This is an optimization exercise on Yosys and OpenROAD, whose aim is small area, not a production implementation. In this exercise RTL edits were held to simulation tests only and were not proved equivalent to the original. No activity file was given, so power comes from the tool's default toggle rates.

Setup of alpha:
==> flow/design.v (excerpt) <==
module prog_loader #(
    parameter int unsigned DEPTH = 64
) (
    input  logic        clk,
    input  logic        reset,
    input  logic [7:0]  rx_data,
    input  logic        rx_valid,
    input  logic [31:0] PC,
    output logic [31:0] Instruction,
    output logic        cpu_reset,
    output logic        loaded,
    output logic        load_error,
    output logic [7:0]  word_count
);
    localparam int unsigned AW = $clog2(DEPTH);
    prog_loader_pkg::loader_state_t state, next_state;
    logic [AW-1:0] n_words;
    logic [1:0]    byte_idx;
    logic [23:0]   pack;
    logic [23:0]   pack_nxt;
    logic [7:0]    csum;
    logic [AW:0]   wcnt;
    logic [AW:0]   wcnt_inc;
    logic          in_len, in_data;
    logic          word_done;
    logic          last_word;
    assign in_len    = rx_valid && (state == LEN);
    assign in_data   = rx_valid && (state == DATA);
    assign wcnt_inc  = wcnt + 1'b1;
    assign word_done = in_data && (byte_idx == 2'd3);
    assign last_word = (wcnt_inc[AW-1:0] == n_words);
    always_ff @(posedge clk or negedge reset) begin
        if (!reset) begin
            state <= IDLE;
        end else begin
            state <= next_state;
        end
    end
    always_comb begin
        next_state = state;
        if (rx_valid) begin
            case (state)
                IDLE: begin
                    if (rx_data == SYNC_BYTE) next_state = LEN;
                end
                LEN: begin
                    next_state = ((rx_data != 8'd0) && ({1'b0, rx_data} <= 9'(DEPTH))) ? DATA : ERR;
                end
                DATA: begin
                    if ((byte_idx == 2'd3) && last_word) begin
                        next_state = CSUM;
                    end
                end
                CSUM: begin
                    next_state = (rx_data == csum) ? DONE : ERR;
                end
                DONE, ERR: begin
                    if (rx_data == SYNC_BYTE) next_state = LEN;
                end
                default: next_state = IDLE;
            endcase
        end
    end
    always_ff @(posedge clk or negedge reset) begin
        if (!reset) begin
            wcnt <= '0;
        end else if (in_len) begin
            wcnt <= '0;
        end else if (word_done) begin
            wcnt <= wcnt_inc;
        end
    end
  ...
Size in the first run: roughly 6,100 cells after synthesis, roughly 2,100 flip-flops, about 86 I/O pins, about 74,000 um2 of cells after synthesis.
clock: 7.5 ns
lec_check: 0
cap_margin: 20
core_margin: 2
core_utilization: 60
cts_buf_list: sky130_fd_sc_hd__clkbuf_16
cts_cluster_diameter: 100
cts_cluster_size: 28
place_density: 0.75
slew_margin: 20
synth_hierarchical: 1
standard.sh (not shown) runs the stock make flow with config.mk's settings and CLKGATE_MAP_FILE= SYNTH_SCRIPT=/design/flow/synth_recipe.tcl, a recipe that flattens the netlist after the stock synthesis.
==> flow/flow/run.sh <==
#!/bin/bash
# Standard layout (the standard.sh) with these changes:
#  - after floorplan, logic gates start at their smallest drive (downsize.tcl);
#  - ports are buffered with buf_2 cells;
#  - CTS uses clkbuf_4 in small clusters and no dummy loads.
# make's output goes to flow_make.log; each ORFS step logs under orfs/logs/.
set -euo pipefail
here=$(cd "$(dirname "$0")" && pwd)
export POST_FLOORPLAN_TCL="$here/downsize.tcl"
export BUFFER_PORTS_ARGS="-buffer_cell sky130_fd_sc_hd__buf_2"
export CTS_ARGS="-sink_clustering_enable -repair_clock_nets -buf_list sky130_fd_sc_hd__clkbuf_4 -sink_clustering_size 10 -sink_clustering_max_diameter 50 -dont_use_dummy_load"
bash standard.sh > flow_make.log 2>&1
==> flow/flow/downsize.tcl <==
# Start every logic gate at its smallest drive strength (the _1 variant);
# placement, CTS and routing repair then upsize or buffer only what timing,
# slew or load need. Flip-flops and clock cells are left as they are.
set n 0
foreach inst [get_cells *] {
  set m [get_property $inst ref_name]
  if {[regexp {^sky130_fd_sc_hd__(\w+)_(\d+)$} $m -> base drv]} {
    if {$drv > 1 && ![regexp {^(df|edf|sdf|dl|clk|conb|tap|fill|decap)} $base]} {
      set target sky130_fd_sc_hd__${base}_1
      if {[llength [get_lib_cells -quiet */$target]]} {
        replace_cell $inst [get_lib_cells */$target]
        incr n
      }
    }
  }
}
puts "downsize.tcl: replaced $n cells by their _1 variant"
alpha ran to completion and came out clean on the timing, design-rule and antenna checks.
Relative to alpha, the following input files were edited for beta:
Settings: CTS_CLUSTER_DIAMETER no longer set, was 100; CTS_CLUSTER_SIZE no longer set, was 28; CTS_BUF_LIST no longer set, was sky130_fd_sc_hd__clkbuf_16.
==> flow/flow/run.sh <==
#!/bin/bash
# Standard layout (the standard.sh) with these changes:
#  - after floorplan, logic gates start at their smallest drive (downsize.tcl);
#  - ports are buffered with buf_1 cells;
#  - after global routing, gates off the critical paths are downsized (RECOVER_POWER);
#  - CTS uses clkbuf_4 in small clusters and no dummy loads.
# make's output goes to flow_make.log; each ORFS step logs under orfs/logs/.
set -euo pipefail
here=$(cd "$(dirname "$0")" && pwd)
export POST_FLOORPLAN_TCL="$here/downsize.tcl"
export BUFFER_PORTS_ARGS="-buffer_cell sky130_fd_sc_hd__buf_1"
export CTS_ARGS="-sink_clustering_enable -repair_clock_nets -buf_list sky130_fd_sc_hd__clkbuf_4 -sink_clustering_size 10 -sink_clustering_max_diameter 50 -dont_use_dummy_load"
export RECOVER_POWER=100
bash standard.sh > flow_make.log 2>&1
==> notes.md <==
Of alpha and beta, only beta fails to finish with a clean layout.
Looking at met1 track utilization from global routing across alpha and beta, the one that comes out higher is beta.
beta: count of plain and timing-repair buffers lower than alpha
The portion of total power attributed to the clock network on beta is in line with that on alpha.
Compared with alpha, in beta clock-buffer cell count lost about 0.43%; worst path buffer plus inverter count rose 1; register-to-register path setup slack decreased by 2370 ps relative to the old numbers; leakage power total lost 1.2%; routed wire length level.
The sum of met3 wire segment lengths after detailed routing in beta sits about 0.43% below the value recorded for alpha.
Total track usage essentially unchanged between beta and alpha.
Final cell count: alpha vs beta, no meaningful difference

========
Another version of the RTL of prog_loader (not shown whole).
Size: roughly 6600 cells after synthesis, roughly 2100 flip-flops, ~86 I/O pins, roughly 78000 sq um of cells after synthesis.
export LEC_CHECK = 0
export CAP_MARGIN = 10
export CORE_MARGIN = 2
export CORE_UTILIZATION = 70
export CTS_BUF_LIST = sky130_fd_sc_hd__clkbuf_16
export CTS_CLUSTER_DIAMETER = 100
export CTS_CLUSTER_SIZE = 30
export PLACE_DENSITY = 0.85
export SLEW_MARGIN = 10
export SYNTH_HIERARCHICAL = 1
create_clock -name core_clock -period 7.5 [get_ports {clk}]
run.sh (not shown) runs the stock make flow with config.mk's settings and CLKGATE_MAP_FILE= SYNTH_SCRIPT=/design/flow/synth_recipe.tcl, a recipe that flattens the netlist after the stock synthesis.
Stock flow here: none of the scripts above is used.
The starting point finished with setup timing left.
==> next run, changes <==
- CAP_MARGIN: 10 -> 20
- CORE_UTILIZATION: 70 -> 60
- PLACE_DENSITY: 0.85 -> 0.75
- SLEW_MARGIN: 10 -> 20
This time the run completed without violations.
Die area is higher by 16%.
Routed wire length is higher by 0.79%.
Cell count went up by 3.1%.
Worst setup slack improved by 0.23 ns.
First-iteration DRC count falls by 13%.
Synthesized cell count is unchanged.
==> next run, changes <==
- CORE_UTILIZATION: 60 -> 40
- CTS_BUF_LIST: sky130_fd_sc_hd__clkbuf_16 -> not set
- CTS_CLUSTER_DIAMETER: 100 -> not set
- CTS_CLUSTER_SIZE: 30 -> not set
- PLACE_DENSITY: 0.75 -> not set
What happened:
- With this change the flow finished with setup timing left
- via count climbs by 1.2%
- clock power climbs by 97%
- design area climbs by about 8%
- combinational power climbs by about 2%
- worst setup slack is worse by 0.27 ns

afterwards: timing with drivers on the ports:
The flow's constraints put no driver on any port. The routed layouts listed below were extracted and timed again, unchanged, in two steps.
Step 1 sets driving cells, clkbuf_16 on the clock port and buf_2 on the other inputs (assumed; they add their load-dependent delay and slew).
Step 2 times the ports against the registers' clock, not the clock port: input delays grow and output delays shrink by t, the midpoint of the rising clock arrivals with the driver on.
a / b / c = ideal ports / drivers / drivers and shift; a / b = the first two.
| run | t, ns | setup WS [ns] | worst hold slack (ns) | worst register clock-pin slew, ns | max-slew violations |
|---|---|---|---|---|---|
| alpha | 1.339 | 0.695 / 0.608 / 0.608 | 0.466 / 0.466 / 0.466 | 0.12 / 0.12 | 0 / 0 |
| beta | 1.353 | 0.462 / 0.400 / -0.105 | 0.170 / 0.120 / 0.464 | 0.12 / 0.12 | 1451 / 1452 |
| the first run of note 2 | 0.794 | -0.024 / -0.064 / -0.064 | 0.469 / 0.469 / 0.469 | 0.12 / 0.12 | 0 / 0 |
| the second run of note 2 | 0.800 | 0.211 / 0.169 / 0.169 | 0.464 / 0.464 / 0.464 | 0.12 / 0.12 | 0 / 0 |
| the third run of note 2 | 0.941 | -0.062 / -0.098 / -0.098 | 0.460 / 0.460 / 0.460 | 0.07 / 0.07 | 0 / 0 |
The drivers bring new slew violations in beta. The setup slack of beta, which loses most, moves by -0.062 ns with the drivers and by -0.567 ns with both steps.
